Source: an optimization exercise on an open RTL-to-GDS flow (aim: small area and a short achievable clock period). Production flows keep margins and buffers that such runs may drop. Function was checked by simulation only, so behaviour that the tests miss may differ from the original. Power and IR drop assume default switching activity.

// rpn_cpu_core
module rpn_cpu_core #(
    parameter int DATA_W      = 8,
    parameter int NREG        = 32,
    parameter int ADDR_W      = 8,
    parameter int STACK_DEPTH = 4
) (
    input  logic                            clk,
    input  logic                            reset,
    input  logic                            step,
    input  logic [3:0]                      evt,
    input  logic [DATA_W-1:0]               din,
    input  logic [11+2*DATA_W+ADDR_W-1:0]   instr,
    output logic [ADDR_W-1:0]               ip,
    output logic [DATA_W-1:0]               dout,
    output logic [DATA_W-1:0]               gpo,
    output logic [DATA_W-1:0]               flags
);
clock: 13.0 ns
lec_check: 0
cap_margin: 20
cell_pad_in_sites_detail_placement: 1
core_margin: 2
core_utilization: 35
cts_buf_list: sky130_fd_sc_hd__clkbuf_8
place_density: 0.5
setup_slack_margin: 3.5
slew_margin: 20
standard.sh (not shown) runs the stock make flow with config.mk's settings and CLKGATE_MAP_FILE= SYNTH_SCRIPT=/design/flow/synth_recipe.tcl, a recipe that flattens the netlist after the stock synthesis.
==> flow/flow/run.sh <==
#!/bin/bash
# Standard ORFS layout, except that:
# - each register-file read port (modules rpn_rdport, rpn_rdsel, rpn_rdsel2) is synthesised
#   from a hand-mapped cell netlist (printed by flow/rdgen.py: a one-hot AND-OR of a22oi
#   cells) instead of Yosys/ABC's mapping; all registers and the rest of the design go
#   through the standard synthesis unchanged;
# - the port buffers are buf_1 cells (resized later where timing needs it).
set -euo pipefail
python3 flow/rdgen.py > rdport_map.v 2> rdgen.log
python3 flow/subst.py design.v rdport_map.v design_mapped.v > subst.log 2>&1
bash standard.sh VERILOG_FILES="$PWD/design_mapped.v" \
    "BUFFER_PORTS_ARGS=-buffer_cell sky130_fd_sc_hd__buf_1" finish > standard.log 2>&1
Other scripts of this flow, unchanged in this note and not shown: flow/flow/rdgen.py, flow/flow/subst.py
The first run finished with timing, DRC and antenna clean.
Rerun with:
Settings changed: SETUP_SLACK_MARGIN 3.5 to 2.5.
Clock-buffer cell count stays the same. Die area is unchanged. Total power decreases by about 4%. Non-clock buffer count decreases by 95. Utilization decreases by 3.8 points.
Rerun with:
Settings changed: SETUP_SLACK_MARGIN 2.5 to 4.0.
The changed run finished clean.
Power is higher by 9.1%.
Via count goes up by about 6%.
Count of clock-buffer cells in the layout does not change.
Final cell count went up by 5.9%.

== run A ==
rpn_cpu_core again, from the RTL that the note above started with.
Design rpn_cpu_core, start of the top module:
module rpn_cpu_core #(
    parameter int DATA_W      = 8,
    parameter int NREG        = 32,
    parameter int ADDR_W      = 8,
    parameter int STACK_DEPTH = 4
) (
    input  logic                            clk,
    input  logic                            reset,
    input  logic                            step,
    input  logic [3:0]                      evt,
    input  logic [DATA_W-1:0]               din,
    input  logic [11+2*DATA_W+ADDR_W-1:0]   instr,
    output logic [ADDR_W-1:0]               ip,
    output logic [DATA_W-1:0]               dout,
    output logic [DATA_W-1:0]               gpo,
    output logic [DATA_W-1:0]               flags
);
    logic [7:0] regs_q [32];
    logic [255:0] rf_q;
    for (genvar i = 0; i < 32; i++) begin : g_unpack
        assign regs_q[i] = rf_q[8*i +: 8];
    end
    logic [7:0] stack_q [4];
    logic [7:0] ip_q;
    logic [2:0] sp_q;
    logic [3:0] grp;
    logic [2:0] cmd;
    logic [1:0] t1, t2;
    logic [7:0] a1, a2, addr;
    assign {grp, cmd, t1, a1, t2, a2, addr} = instr;
    logic [7:0] r1_dir, r2_dir, num1, num2, acc;
    logic [4:0] loc1, loc2;
    rpn_rdport u_r1d (.d(rf_q), .s(a1[4:0]), .q(r1_dir));
    rpn_rdport u_r2d (.d(rf_q), .s(a2[4:0]), .q(r2_dir));
    rpn_rdsel2 u_r1i (.d(rf_q), .s(r1_dir[4:0]), .en(t1 == 2'd2),
  ...
Settings: LEC_CHECK=0, CAP_MARGIN=20, CELL_PAD_IN_SITES_DETAIL_PLACEMENT=1, CORE_MARGIN=2, CORE_UTILIZATION=35, CTS_BUF_LIST=sky130_fd_sc_hd__clkbuf_8, PLACE_DENSITY=0.5, SETUP_SLACK_MARGIN=3.0, SLEW_MARGIN=20; clock period 13.0 ns.
==> flow/flow/run.sh <==
#!/bin/bash
# Standard ORFS layout, except that:
# - each register-file read port (modules rpn_rdport, rpn_rdsel, rpn_rdsel2) is synthesised
#   from a hand-mapped cell netlist (flow/rdport_map.v: a one-hot AND-OR of a222oi cells)
#   instead of Yosys/ABC's mapping; all registers and the rest of the design go through the
#   standard synthesis unchanged;
# - the port buffers are buf_1 cells (resized later where timing needs it).
set -euo pipefail
python3 flow/subst.py design.v flow/rdport_map.v design_mapped.v > subst.log 2>&1
bash standard.sh VERILOG_FILES="$PWD/design_mapped.v" \
    "BUFFER_PORTS_ARGS=-buffer_cell sky130_fd_sc_hd__buf_1" finish > standard.log 2>&1
Other scripts of this flow, unchanged in this note and not shown: flow/flow/rdport_map.v, flow/flow/subst.py
The final layout from run A, which completed every stage, passed the timing, DRC and antenna checks at the end of the flow.
diff inputs: run A => run B
- changing CORE_UTILIZATION from 35 to 38
- setting CTS_CLUSTER_DIAMETER to 80 for the first time
- changing SETUP_SLACK_MARGIN from 3.0 to 2.5
- setting CTS_CLUSTER_SIZE to 16 for the first time
- changing PLACE_DENSITY from 0.5 to 0.56
==> results.txt <==
- Looking at critical path buffer and inverter count, run B sits above run A.
- Between run B and run A, it is run B whose area growth from synthesis to layout is lower, by 8.2 points.
- Summary: with run A as the reference, height of the die in run B moved down by a few percent.
- [compare] base=run A new=run B: total power moved down; final design instance area without fill now sits lower.
- Run B: global-route met2 utilization is 3.4 points higher than what run A reported.
Setup changes, run B to run C
- CTS_CLUSTER_DIAMETER removed (was 80)
- CTS_CLUSTER_SIZE removed (was 16)
- CORE_UTILIZATION changed from 38 to 45
- PLACE_DENSITY removed (was 0.56)
- CELL_PAD_IN_SITES_DETAIL_PLACEMENT removed (was 1)
- CTS_BUF_LIST removed (was sky130_fd_sc_hd__clkbuf_8)
==> flow/flow/run.sh <==
#!/bin/bash
# Standard ORFS layout, except that each register-file read port (module rpn_rdport) is
# synthesised from a hand-mapped cell netlist (flow/rdport_map.v, a one-hot AND-OR of a222oi
# cells) instead of Yosys/ABC's mapping. All registers and the rest of the design go through
# the standard synthesis unchanged.
set -euo pipefail
python3 flow/subst.py design.v flow/rdport_map.v design_mapped.v > subst.log 2>&1
bash standard.sh VERILOG_FILES="$PWD/design_mapped.v" finish > standard.log 2>&1
### Flow results
- Run C reached the final stage; the timing, DRC and antenna checks on its layout passed.
- As far as shortest period the worst path allows is concerned, run C and run B perform about the same.
- Going from run B to run C, the data arrival at the endpoint of the critical path was found to have gone down by 120 ps.
- Comparing run B and run C, the higher count of cell instances traversed by the critical path is on run B.
- Run C vs run B — area of all placed cells without fillers climbed by a few percent
Relative to run C, the following input files were edited for run D:
- CORE_UTILIZATION changed from 45 to 35
- CTS_CLUSTER_DIAMETER newly set to 80
- GPL_TIMING_DRIVEN newly set to 0
- CTS_BUF_LIST newly set to sky130_fd_sc_hd__clkbuf_8
- CTS_CLUSTER_SIZE newly set to 16
- CELL_PAD_IN_SITES_DETAIL_PLACEMENT newly set to 1
- PLACE_DENSITY newly set to 0.5
==> flow/flow/run.sh <==
#!/bin/bash
# Standard ORFS layout, except that:
# - each register-file read port (modules rpn_rdport, rpn_rdsel, rpn_rdsel2) is synthesised
#   from a hand-mapped cell netlist (flow/rdport_map.v: a one-hot AND-OR of a222oi cells)
#   instead of Yosys/ABC's mapping; all registers and the rest of the design go through the
#   standard synthesis unchanged;
# - the port buffers are buf_1 cells (resized later where timing needs it).
set -euo pipefail
python3 flow/subst.py design.v flow/rdport_map.v design_mapped.v > subst.log 2>&1
bash standard.sh VERILOG_FILES="$PWD/design_mapped.v" \
    "BUFFER_PORTS_ARGS=-buffer_cell sky130_fd_sc_hd__buf_1" finish > standard.log 2>&1
Notes after the runs:
Run D did not stop at any stage, and its layout met the timing, DRC and antenna checks. Summary of run D over run C: site row count increased 10, highest attainable clock frequency shows no meaningful change, synthesized cell count held steady. Run D vs run C: transition time at the pin with the least slew margin up in run D. On portion of the clock cycle consumed by the worst path in the final layout: between run D and run C, it ends up higher for run D. Diff run C -> run D: wire length increased by 4.6% relative to the old numbers, number of well-tap cells placed grew by 157, global-route wire length before repair +about 4.6%. Run D vs. run C: total global-route track usage went down by 7.8 points. Going from run C to run D, fraction of cell area in non-clock buffers shrinks by 0.59 points.

== red ==
Starting RTL as in the previous note.
Design rpn_cpu_core, start of the top module:
module rpn_cpu_core #(
    parameter int DATA_W      = 8,
    parameter int NREG        = 32,
    parameter int ADDR_W      = 8,
    parameter int STACK_DEPTH = 4
) (
    input  logic                            clk,
    input  logic                            reset,
    input  logic                            step,
    input  logic [3:0]                      evt,
    input  logic [DATA_W-1:0]               din,
    input  logic [11+2*DATA_W+ADDR_W-1:0]   instr,
    output logic [ADDR_W-1:0]               ip,
    output logic [DATA_W-1:0]               dout,
    output logic [DATA_W-1:0]               gpo,
    output logic [DATA_W-1:0]               flags
);
    logic [7:0] regs_q [32];
    logic [255:0] rf_q;
    for (genvar i = 0; i < 32; i++) begin : g_unpack
        assign regs_q[i] = rf_q[8*i +: 8];
    end
    logic [7:0] stack_q [4];
    logic [7:0] ip_q;
    logic [2:0] sp_q;
    logic [3:0] grp;
    logic [2:0] cmd;
    logic [1:0] t1, t2;
    logic [7:0] a1, a2, addr;
    assign {grp, cmd, t1, a1, t2, a2, addr} = instr;
    logic [7:0] r1_dir, r2_dir, num1, num2, acc;
    logic [4:0] loc1, loc2;
    rpn_rdport u_r1d (.d(rf_q), .s(a1[4:0]), .q(r1_dir));
    rpn_rdport u_r2d (.d(rf_q), .s(a2[4:0]), .q(r2_dir));
    rpn_rdsel2 u_r1i (.d(rf_q), .s(r1_dir[4:0]), .en(t1 == 2'd2),
                      .alt_a((t1 == 2'd1) ? r1_dir : regs_q[0]),
                      .alt_b((t1 == 2'd1) ? r1_dir : a1), .qa(acc), .qb(num1));
    rpn_rdsel u_r2i (.d(rf_q), .s(r2_dir[4:0]), .en(t2 == 2'd2),
                     .alt((t2 == 2'd1) ? r2_dir : a2), .q(num2));
    assign loc1 = (t1 == 2'd1) ? a1[4:0] : (t1 == 2'd2) ? r1_dir[4:0] : 5'd0;
  ...
Settings: LEC_CHECK=0, CAP_MARGIN=10, CELL_PAD_IN_SITES_DETAIL_PLACEMENT=1, CORE_MARGIN=2, CORE_UTILIZATION=35, CTS_BUF_LIST=sky130_fd_sc_hd__clkbuf_8, CTS_CLUSTER_DIAMETER=80, CTS_CLUSTER_SIZE=16, PLACE_DENSITY=0.5, SETUP_SLACK_MARGIN=2.5, SLEW_MARGIN=10; clock period 13.0 ns.
==> flow/flow/run.sh <==
#!/bin/bash
# Standard ORFS layout, except that:
# - each register-file read port (modules rpn_rdport, rpn_rdsel, rpn_rdsel2) is synthesised
#   from a hand-mapped cell netlist (flow/rdport_map.v: a one-hot AND-OR of a222oi cells)
#   instead of Yosys/ABC's mapping; all registers and the rest of the design go through the
#   standard synthesis unchanged;
# - the port buffers are buf_1 cells (resized later where timing needs it).
set -euo pipefail
python3 flow/subst.py design.v flow/rdport_map.v design_mapped.v > subst.log 2>&1
bash standard.sh VERILOG_FILES="$PWD/design_mapped.v" \
    "BUFFER_PORTS_ARGS=-buffer_cell sky130_fd_sc_hd__buf_1" finish > standard.log 2>&1
Other scripts of this flow, unchanged in this note and not shown: flow/flow/rdport_map.v, flow/flow/subst.py
Input-level comparison between blue and red:
==> flow/config.mk <==
export PLATFORM = sky130hd
export DESIGN_NAME = rpn_cpu_core
export DESIGN_NICKNAME = rpn_cpu_core
export VERILOG_FILES = /design/flow/design.v
export SDC_FILE = /design/flow/constraint.sdc
export NUM_CORES = 4
export LEC_CHECK = 0
export CAP_MARGIN = 20
export CELL_PAD_IN_SITES_DETAIL_PLACEMENT = 1
export CORE_MARGIN = 2
export CORE_UTILIZATION = 35
export CTS_BUF_LIST = sky130_fd_sc_hd__clkbuf_8 sky130_fd_sc_hd__clkbuf_16
export CTS_CLUSTER_DIAMETER = 90
export CTS_CLUSTER_SIZE = 20
export PLACE_DENSITY = 0.5
export SETUP_SLACK_MARGIN = 2.5
export SLEW_MARGIN = 20
### Flow results
As far as share of the synthesized area in compound gates (AO/OA/AOI/OAI) goes, blue and red are indistinguishable; the numbers are identical.
When blue is set beside red, its data-path buffer share of cell area in the final layout turns out to be 0.47 points larger.
Diff red and blue: CTS buffer count higher in red
In blue, the total power draw came out about 4% above the value in red.
blue went all the way through the flow, and no timing, DRC or antenna check failed.
blue vs red — clock transition at the register clock pins on the worst setup and hold paths after CTS dropped 30 ps.
Compared with red, blue shows a count of clock-buffer cells in the layout that is 5 lower.
Reported for red and blue, die area turned out identical to the last digit.

==> what the ideal ports hide <==
No port has a modelled driver above. Below, the same layouts with a new extraction and two added sets of constraints.
Step 1 sets driving cells, clkbuf_16 on the clock port and buf_2 on the other inputs (assumed; they add their load-dependent delay and slew).
Step 2, shift: input delay + t, output delay - t, t = (earliest + latest rising clock arrival at the registers) / 2. This alone moves slack from input paths to output paths.
Three values: no drivers, after step 1, after step 2; two values: the first two.
| run | shift t [ns] | setup slack, ns | worst slew at a driven data input, ns |
|---|---|---|---|
| the first run of note 1 | 0.705 | 3.512 / 3.463 / 2.759 | 0.10 |
| the second run of note 1 | 0.700 | 2.465 / 2.495 / 1.796 | 0.09 |
| the third run of note 1 | 0.710 | 3.780 / 3.781 / 3.071 | 0.13 |
| run A | 0.706 | 2.788 / 2.735 / 2.029 | 0.12 |
| run B | 0.711 | 2.398 / 2.413 / 1.702 | 0.09 |
| run C | 0.611 | 2.400 / 2.435 / 1.824 | 0.12 |
| run D | 0.692 | 2.371 / 2.407 / 1.715 | 0.11 |
| red | 0.710 | 2.439 / 2.393 / 1.683 | 0.12 |
| blue | 0.615 | 2.437 / 2.398 / 1.783 | 0.12 |
After both steps setup and hold are still met in every run listed. For run A, which loses most, drivers alone change the setup slack by -0.053 ns; drivers and shift together by -0.759 ns.
